This is an optimization exercise on Yosys and OpenROAD, whose aim is small area, not a production implementation. In this exercise RTL edits were held to simulation tests only and were not proved equivalent to the original. Power is estimated from default activity; no workload was simulated.

**design.v**
```verilog
`timescale 1ns/10ps
`default_nettype none
module baud_timer #(
    parameter int CLKS_PER_BIT = 868
) (
    input  logic clk,
    input  logic TxD_reset,
    input  logic bit_start,
    input  logic bit_enable,
    output logic sample_tick
);
    localparam int CW = $clog2(CLKS_PER_BIT);
    logic [CW-1:0] count;
    assign sample_tick = bit_enable && (count == '0);
    always_ff @(posedge clk) begin
        if (TxD_reset) begin
            count <= '0;
        end else if (bit_start) begin
            count <= CW'(CLKS_PER_BIT / 2 - 1);
        end else if (bit_enable) begin
            if (count == '0) begin
                count <= CW'(CLKS_PER_BIT - 1);
            end else begin
                count <= count - 1'b1;
            end
        end
    end
endmodule
`default_nettype wire
`timescale 1ns/10ps
`default_nettype none
module uart_rx #(
    parameter int CLKS_PER_BIT = 868
) (
    input  logic       clk,
    input  logic       TxD_reset,
    input  logic       serial_in,
    output logic [7:0] byte_data,
    output logic       byte_valid
);
    localparam logic [1:0] RX_IDLE  = 2'd0;
    localparam logic [1:0] RX_START = 2'd1;
    localparam logic [1:0] RX_DATA  = 2'd2;
    localparam logic [1:0] RX_STOP  = 2'd3;
    logic [1:0] phase;
    logic       rx_meta;
    logic       rx_sync;
    logic [2:0] bit_cnt;
    logic       bit_start;
    logic       bit_enable;
    logic       sample_tick;
    assign bit_start  = (phase == RX_IDLE) && !rx_sync;
    assign bit_enable = (phase != RX_IDLE);
    baud_timer #(
        .CLKS_PER_BIT(CLKS_PER_BIT)
    ) u_baud_timer (
        .clk        (clk),
        .TxD_reset  (TxD_reset),
        .bit_start  (bit_start),
        .bit_enable (bit_enable),
        .sample_tick(sample_tick)
    );
    always_ff @(posedge clk) begin
        if (TxD_reset) begin
            rx_meta <= 1'b1;
            rx_sync <= 1'b1;
        end else begin
            rx_meta <= serial_in;
            rx_sync <= rx_meta;
        end
    end
    always_ff @(posedge clk) begin
        if (TxD_reset) begin
            phase      <= RX_IDLE;
            bit_cnt    <= '0;
            byte_valid <= 1'b0;
        end else begin
            byte_valid <= 1'b0;
            case (phase)
                RX_IDLE: begin
                    if (bit_start) begin
                        phase <= RX_START;
                    end
                end
                RX_START: begin
                    if (sample_tick) begin
                        phase   <= rx_sync ? RX_IDLE : RX_DATA;
                        bit_cnt <= '0;
                    end
                end
                RX_DATA: begin
                    if (sample_tick) begin
                        byte_data <= {rx_sync, byte_data[7:1]};
                        bit_cnt   <= bit_cnt + 1'b1;
                        if (bit_cnt == 3'd7) begin
                            phase <= RX_STOP;
                        end
                    end
                end
                RX_STOP: begin
                    if (sample_tick) begin
                        byte_valid <= rx_sync;
                        phase      <= RX_IDLE;
                    end
                end
                default: phase <= RX_IDLE;
            endcase
        end
    end
endmodule
`default_nettype wire
`timescale 1ns/10ps
`default_nettype none
module packet_fsm (
    input  logic        clk,
    input  logic        TxD_reset,
    input  logic [7:0]  byte_data,
    input  logic        byte_valid,
    input  logic [7:0]  min_index,
    input  logic [7:0]  max_index,
    output logic        scan_clear,
    output logic        sample_valid,
    output logic [15:0] sample,
    output logic [7:0]  sample_index,
    output logic        div_start,
    output logic [31:0] div_numerator,
    output logic [7:0]  div_denominator,
    input  logic        div_busy,
    input  logic        div_done,
    input  logic [15:0] div_quotient,
    output logic        result_valid,
    output logic [15:0] min_angle,
    output logic [15:0] max_angle
);
    localparam logic [3:0] HUNT_A     = 4'd0;
    localparam logic [3:0] HUNT_B     = 4'd1;
    localparam logic [3:0] GET_CT     = 4'd2;
    localparam logic [3:0] GET_FSA_LO = 4'd3;
    localparam logic [3:0] GET_FSA_HI = 4'd4;
    localparam logic [3:0] GET_LSA_LO = 4'd5;
    localparam logic [3:0] GET_LSA_HI = 4'd6;
    localparam logic [3:0] GET_LO     = 4'd7;
    localparam logic [3:0] GET_HI     = 4'd8;
    localparam logic [3:0] DIV_MIN    = 4'd9;
    localparam logic [3:0] DIV_MAX    = 4'd10;
    localparam logic [3:0] REPORT     = 4'd11;
    logic [3:0]  state;
    logic [7:0]  ct;
    logic [15:0] fsa;
    logic [15:0] lsa;
    logic [7:0]  lo_byte;
    logic [7:0]  idx;
    logic        div_launched;
    logic [15:0] span;
    logic [15:0] result_angle;
    logic [7:0]  pick_index;
    assign span         = lsa - fsa;
    assign result_angle = fsa + div_quotient;
    assign pick_index   = (state == DIV_MIN) ? min_index : max_index;
    assign result_valid = (state == REPORT);
    always_ff @(posedge clk) begin
        if (TxD_reset) begin
            state        <= HUNT_A;
            idx          <= '0;
            div_launched <= 1'b0;
            scan_clear   <= 1'b0;
            sample_valid <= 1'b0;
            div_start    <= 1'b0;
        end else begin
            scan_clear   <= 1'b0;
            sample_valid <= 1'b0;
            div_start    <= 1'b0;
            case (state)
                DIV_MIN, DIV_MAX: begin
                    if (!div_launched && !sample_valid && !div_busy) begin
                        div_start       <= 1'b1;
                        div_numerator   <= 32'(pick_index) * 32'(span);
                        div_denominator <= ct - 8'd1;
                        div_launched    <= 1'b1;
                    end
                    if (div_done) begin
                        div_launched <= 1'b0;
                        if (state == DIV_MIN) begin
                            min_angle <= result_angle;
                            state     <= DIV_MAX;
                        end else begin
                            max_angle <= result_angle;
                            state     <= REPORT;
                        end
                    end
                end
                REPORT: state <= HUNT_A;
                default: begin
                    if (byte_valid) begin
                        case (state)
                            HUNT_A: begin
                                if (byte_data == 8'h55) begin
                                    state <= HUNT_B;
                                end
                            end
                            HUNT_B: begin
                                if (byte_data == 8'hAA) begin
                                    state      <= GET_CT;
                                    scan_clear <= 1'b1;
                                end else begin
                                    state <= HUNT_A;
                                end
                            end
                            GET_CT: begin
                                if (byte_data < 8'd2) begin
                                    state <= HUNT_A;
                                end else begin
                                    ct    <= byte_data;
                                    state <= GET_FSA_LO;
                                end
                            end
                            GET_FSA_LO: begin
                                lo_byte <= byte_data;
                                state   <= GET_FSA_HI;
                            end
                            GET_FSA_HI: begin
                                fsa   <= {byte_data, lo_byte};
                                state <= GET_LSA_LO;
                            end
                            GET_LSA_LO: begin
                                lo_byte <= byte_data;
                                state   <= GET_LSA_HI;
                            end
                            GET_LSA_HI: begin
                                lsa   <= {byte_data, lo_byte};
                                idx   <= '0;
                                state <= GET_LO;
                            end
                            GET_LO: begin
                                lo_byte <= byte_data;
                                state   <= GET_HI;
                            end
                            GET_HI: begin
                                sample       <= {byte_data, lo_byte};
                                sample_index <= idx;
                                sample_valid <= 1'b1;
                                idx          <= idx + 1'b1;
                                state        <= (idx == ct - 8'd1) ? DIV_MIN : GET_LO;
                            end
                            default: state <= HUNT_A;
                        endcase
                    end
                end
            endcase
        end
    end
endmodule
`default_nettype wire
`timescale 1ns/10ps
`default_nettype none
module scan_stats (
    input  logic        clk,
    input  logic        TxD_reset,
    input  logic        scan_clear,
    input  logic        sample_valid,
    input  logic [15:0] sample,
    input  logic [7:0]  sample_index,
    output logic [7:0]  min_index,
    output logic [7:0]  max_index,
    output logic [15:0] alert_bits
);
    logic [15:0] min_dist;
    logic [15:0] max_dist;
    logic        use_sample;
    logic        near;
    assign use_sample = sample_valid && (sample != '0);
    assign near       = sample < 16'(16'h0400);
    always_ff @(posedge clk) begin
        if (TxD_reset || scan_clear) begin
            min_dist   <= '1;
            max_dist   <= '0;
            min_index  <= '0;
            max_index  <= '0;
            alert_bits <= '0;
        end else if (use_sample) begin
            if (sample < min_dist) begin
                min_dist  <= sample;
                min_index <= sample_index;
            end
            if (sample > max_dist) begin
                max_dist  <= sample;
                max_index <= sample_index;
            end
            if (sample_index < 8'(16)) begin
                alert_bits <= {near, alert_bits[15:1]};
            end
        end
    end
endmodule
`default_nettype wire
`timescale 1ns/10ps
`default_nettype none
module angle_divider (
    input  logic        clk,
    input  logic        TxD_reset,
    input  logic        start,
    input  logic [31:0] numerator,
    input  logic [7:0]  denominator,
    output logic        busy,
    output logic        done,
    output logic [15:0] quotient
);
    localparam int CW = $clog2(32 + 1);
    logic [CW-1:0] steps_left;
    logic [31:0]   num_q;
    logic [7:0]    den_q;
    logic [7:0]    rem_q;
    logic [15:0]   quo_q;
    logic [8:0]    shifted;
    logic          fits;
    assign shifted  = {rem_q, num_q[31]};
    assign fits     = shifted >= {1'b0, den_q};
    assign busy     = (steps_left != '0);
    assign quotient = quo_q;
    always_ff @(posedge clk) begin
        if (TxD_reset) begin
            steps_left <= '0;
            done       <= 1'b0;
        end else begin
            done <= (steps_left == CW'(1));
            if (start) begin
                steps_left <= CW'(32);
                num_q      <= numerator;
                den_q      <= denominator;
                rem_q      <= '0;
                quo_q      <= '0;
            end else if (busy) begin
                steps_left <= steps_left - 1'b1;
                num_q      <= num_q << 1;
                rem_q      <= fits ? 8'(shifted - {1'b0, den_q}) : shifted[7:0];
                quo_q      <= {quo_q[14:0], fits};
            end
        end
    end
endmodule
`default_nettype wire
`timescale 1ns/10ps
`default_nettype none
module lidar_scan_top #(
    parameter int CLKS_PER_BIT = 868
) (
    input  logic        clk,
    input  logic        TxD_reset,
    input  logic        serial_in,
    output logic        result_valid,
    output logic [15:0] min_angle,
    output logic [15:0] max_angle,
    output logic [15:0] obs_alert
);
    logic [7:0]  byte_data;
    logic        byte_valid;
    logic [7:0]  min_index;
    logic [7:0]  max_index;
    logic        scan_clear;
    logic        sample_valid;
    logic [15:0] sample;
    logic [7:0]  sample_index;
    logic        div_start;
    logic [31:0] div_numerator;
    logic [7:0]  div_denominator;
    logic        div_busy;
    logic        div_done;
    logic [15:0] div_quotient;
    uart_rx #(
        .CLKS_PER_BIT(CLKS_PER_BIT)
    ) u_uart_rx (
        .clk       (clk),
        .TxD_reset (TxD_reset),
        .serial_in (serial_in),
        .byte_data (byte_data),
        .byte_valid(byte_valid)
    );
    packet_fsm u_packet_fsm (
        .clk            (clk),
        .TxD_reset      (TxD_reset),
        .byte_data      (byte_data),
        .byte_valid     (byte_valid),
        .min_index      (min_index),
        .max_index      (max_index),
        .scan_clear     (scan_clear),
        .sample_valid   (sample_valid),
        .sample         (sample),
        .sample_index   (sample_index),
        .div_start      (div_start),
        .div_numerator  (div_numerator),
        .div_denominator(div_denominator),
        .div_busy       (div_busy),
        .div_done       (div_done),
        .div_quotient   (div_quotient),
        .result_valid   (result_valid),
        .min_angle      (min_angle),
        .max_angle      (max_angle)
    );
    scan_stats u_scan_stats (
        .clk         (clk),
        .TxD_reset   (TxD_reset),
        .scan_clear  (scan_clear),
        .sample_valid(sample_valid),
        .sample      (sample),
        .sample_index(sample_index),
        .min_index   (min_index),
        .max_index   (max_index),
        .alert_bits  (obs_alert)
    );
    angle_divider u_angle_divider (
        .clk        (clk),
        .TxD_reset  (TxD_reset),
        .start      (div_start),
        .numerator  (div_numerator),
        .denominator(div_denominator),
        .busy       (div_busy),
        .done       (div_done),
        .quotient   (div_quotient)
    );
endmodule
`default_nettype wire
```
**run.sh**
```bash
#!/bin/bash
# synth_recipe.tcl (not shown) runs the flow's synth.tcl, then flattens the netlist and writes it again
# the make line also repeats each setting of config.mk as NAME=value (left out here)
make -C /OpenROAD-flow-scripts/flow DESIGN_CONFIG=/design/flow/config.mk WORK_HOME=/design/flow/orfs CLKGATE_MAP_FILE= SYNTH_SCRIPT=/design/flow/synth_recipe.tcl finish
```
**config.mk**
```make
export PLATFORM = sky130hd
export DESIGN_NAME = lidar_scan_top
export DESIGN_NICKNAME = lidar_scan_top
export VERILOG_FILES = /design/flow/design.v
export SDC_FILE = /design/flow/constraint.sdc
export NUM_CORES = 4
export LEC_CHECK = 0
export CAP_MARGIN = 20
export CORE_MARGIN = 2
export CORE_UTILIZATION = 40
export SLEW_MARGIN = 20
```
**constraint.sdc**
```tcl
create_clock -name core_clock -period 10.0 [get_ports {clk}]
set_input_delay 2.0000 -clock core_clock [delete_from_list [all_inputs] [get_ports {clk}]]
set_output_delay 2.0000 -clock core_clock [all_outputs]
set_load 0.01 [all_outputs]
```
==> notes.md <==
## synthesized netlist by cell type (all sizes together) (19+ instances only)
cell,number
a21o,24
a21oi,63
clkbuf,39
dfxtp,105
edfxtp,208
fa,87
ha,124
inv,186
mux2,25
mux2i,29
nand2,80
nand2b,19
nand3,46
nor2,211
nor2b,36
nor3,22
o211ai,19
o21ai,53
o31ai,19
or2,31
xnor2,51
xor2,24
## power groups by stage
stage               registers (uW)  clock network, uW  logic [uW]
global placement              1640                  0         517
detailed placement            1640                  0         534
floorplan                     1630                  0         424
finish                        1610               1470         527
global route                  1630               1560         603
CTS                           1620               1510         536
## sequential cells by signal, summed over array words and instances (netlist names), 10 cells and up, named ones only
signal,flops
u_packet_fsm.div_numerator,24
u_packet_fsm.fsa,16
u_scan_stats.min_dist,16
u_packet_fsm.sample,16
u_angle_divider.quo_q,16
u_scan_stats.max_dist,16
u_uart_rx.u_baud_timer.count,10
u_scan_stats.alert_bits,16
u_packet_fsm.lsa,16
u_packet_fsm.max_angle,16
u_angle_divider.num_q,32
u_packet_fsm.min_angle,16
## cell type report
| cell class | instances | area (um^2) |
|---|---|---|
| fill | 4159 | 23700 |
| multi-input combinational | 1098 | 8680 |
| sequential | 313 | 8350 |
| clock buffer | 46 | 1030 |
| tap | 592 | 741 |
| inverter | 186 | 698 |
| timing repair buffer | 70 | 653 |
| clock inverter | 24 | 323 |
## critical path, stage by stage, from the launching register on
cell,delay (ns)
edfxtp_1,0.40
ha_1,0.23
fa_1,0.41
nor2b_1,0.12
o21ai_0,0.10
a21boi_0,0.24
o31ai_1,0.14
a21oi_1,0.29
nor4_1,0.10
a311oi_2,0.59
nor2_1,0.14
fa_1,0.59
fa_1,0.44
fa_1,0.54
inv_1,0.05
fa_1,0.52
inv_1,0.04
ha_1,0.35
a21oi_1,0.20
o21ai_0,0.10
a21oi_1,0.20
nor2_1,0.06
a311oi_1,0.37
a21oi_1,0.18
nor4_1,0.27
a211oi_1,0.07
## logic make-up after synthesis
| group | synth area share, % |
|---|---|
| AND/OR/NAND/NOR | 13.4 |
| flip-flops | 46.7 |
| XOR/XNOR | 3.76 |
| buffers and inverters | 5.01 |
| adder cells (fa/ha/maj) | 18.4 |
| AO/OA/AOI/OAI | 9.48 |
| multiplexers | 3.22 |
## stage by stage
| step | total power [uW] | instance area [um^2] | setup WS [ns] |
|---|---|---|---|
| 4_1_cts | 3660 | 20500 | 2.96 |
| 3_3_place_gp | 2160 | 19100 | 3.14 |
| 6_report | 3610 | 20500 | 2.99 |
| 2_1_floorplan | 2050 | 17900 | 3.65 |
| 5_1_grt | 3790 | 20500 | 2.49 |
| 3_5_place_dp | 2170 | 19100 | 2.97 |
## final timing paths
path | startpoint | end | slack (ns) | cells past startpoint
min reg2reg | u_uart_rx.rx_meta | u_uart_rx.rx_sync | 0.41 | 1
max reg2reg | u_packet_fsm.fsa[0] | u_packet_fsm.div_numerator[23] | 2.99 | 25
max | u_packet_fsm.fsa[0] | u_packet_fsm.div_numerator[23] | 2.99 | 25
min | u_uart_rx.rx_meta | u_uart_rx.rx_sync | 0.41 | 1
## layer usage
layer  vias up  GRT usage [%]
met5         -              0
met2       177           26.5
li1       5801              -
met1      5713           21.0
met4         0           5.54
met3        47           2.69
==> impl_metrics.ini <==
[routing]
initialDrtViolationCount = 568
vias_per_cell = 5.04
drt_wl_total_um = 35800
routed.top_layer = met4
met3_length_um = 1310
wire_per_inst_um = 15.4
num_vias = 11700
drt-pass1-iter-count = 5
drc = 0
antenna_left = 0
dr_wl_met2_um = 16700
wl_met1_um = 17000

[synth]
synth-edff-count = 208
synth_area_um2 = 17900
yosysUniqueCellTypes = 65
ys.flop_type = edfxtp_1
synth_fp_nets = 1862
ys_async_sr_fraction_pct = 0
synth_top_area_share_pct = 35.0
ys_warn_count = 5
ys_seq_elements = 313
avgSynthCellArea_um2 = 10.8
yosys.area.top_type = edfxtp_1
synthTopCellsByArea = edfxtp_1 (35%), dfxtp_1 (12%), fa_1 (9.7%)
synth-seq-area-share_pct = 46.7
synthCells = 1648

[job]
max_cap_viol_count = 0

[layout]
fin_util_pct = 46.4
layout_common_cells = nor2_1 (209), edfxtp_1 (208), inv_1 (186), ha_1 (124), dfxtp_1 (104)
layout-area-overhead-vs-synth_pct = 14.6
diodes = 0
drive_gt1_share_pct = 8.87
stdcell_count = 2329
nets = 1921
final_common_cell = nor2_1

[floorplanning]
fp.dieW_um = 215
start_util_pct = 40.5
core_um2 = 44100
die-area_um2 = 46400
ios = 52
die-height_um = 215
rows = 77

[hold_path]
hold_class = reg -> reg

[global_routing]
antenna_found_initial = 0
grt_util_all_layers_pct = 15.9
grt_start_max_net_pins = 66
overflow = 0
grt_pass1_wl_um = 60400
grt_pass1_vias = 12000

[clocking]
post-cts-setup-buffers = 0
ctsHoldBuffers = 0
cts_buffer_depth = 3
cts_buffers = 38
path_clk_slew_ns = 0.06
clockRootBuffer = clkbuf_16
clock_latency_ns = 0.57
numClockSinks = 313
cts_tree = built
cts_resized = 0
cts.htree.levels = 2

[pwr]
pwr-share-seq_pct = 44.8
switching_power_uw = 923
power_frac_clock_pct = 40.6
peakVddDrop_uv = 112
p_sw_share_pct = 25.6
power.internal_uw = 2680
static-leakage-power_uw = 0.00840
powerDensity_nw_per_um2 = 176
pwr-share-comb_pct = 14.6

[sta]
fmax_mhz = 143
fin_crit_ns = 7.01
slew_viol_final = 0
hold_viol = 0
min_period_over_period_pct = 70.1
skew_ns = 0.0217
relSlewSlack_pct = 27.2
worst_pin_slew_ns = 1.08
fin_tns_setup_ns = 0
holdWs_ns = 0.407
finalSetupViolCount = 0
rsz0062_at_grt = false

[placement]
hpwl_um = 25300
dp.cells = 2259
place_congestion = 0.860
port_buffers = 51

[worst_setup_path]
cp_max_fo = 8
crit_path_end_kind = flip-flop
critical_path_class = reg -> reg
critPathLaunchType = flip-flop
arrival_ns = 7.31
critPathRequiredTime_ns = 10.30

[run_status]
status = finished clean

## afterwards: timing with drivers on the ports
The results above use ideal ports. As a check the final layout listed here was re-extracted and re-timed, cells and wires unchanged.
Step 1 sets driving cells, clkbuf_16 on the clock port and buf_2 on the other inputs (assumed; they add their load-dependent delay and slew).
Step 2, shift: input delay + t, output delay - t, t = (earliest + latest rising clock arrival at the registers) / 2. This alone moves slack from input paths to output paths.
Three values: no drivers, after step 1, after step 2; two values: the first two.
shift t [ns]: 0.611
setup slack, ns: 2.990 / 2.990 / 2.990
worst hold slack (ns): 0.407 / 0.407 / 0.407
clock arrival spread, ns: 0.023 / 0.023
After both steps setup and hold are still met in this run. The setup slack of this run moves by 0.000 ns with the drivers and by 0.000 ns with both steps.
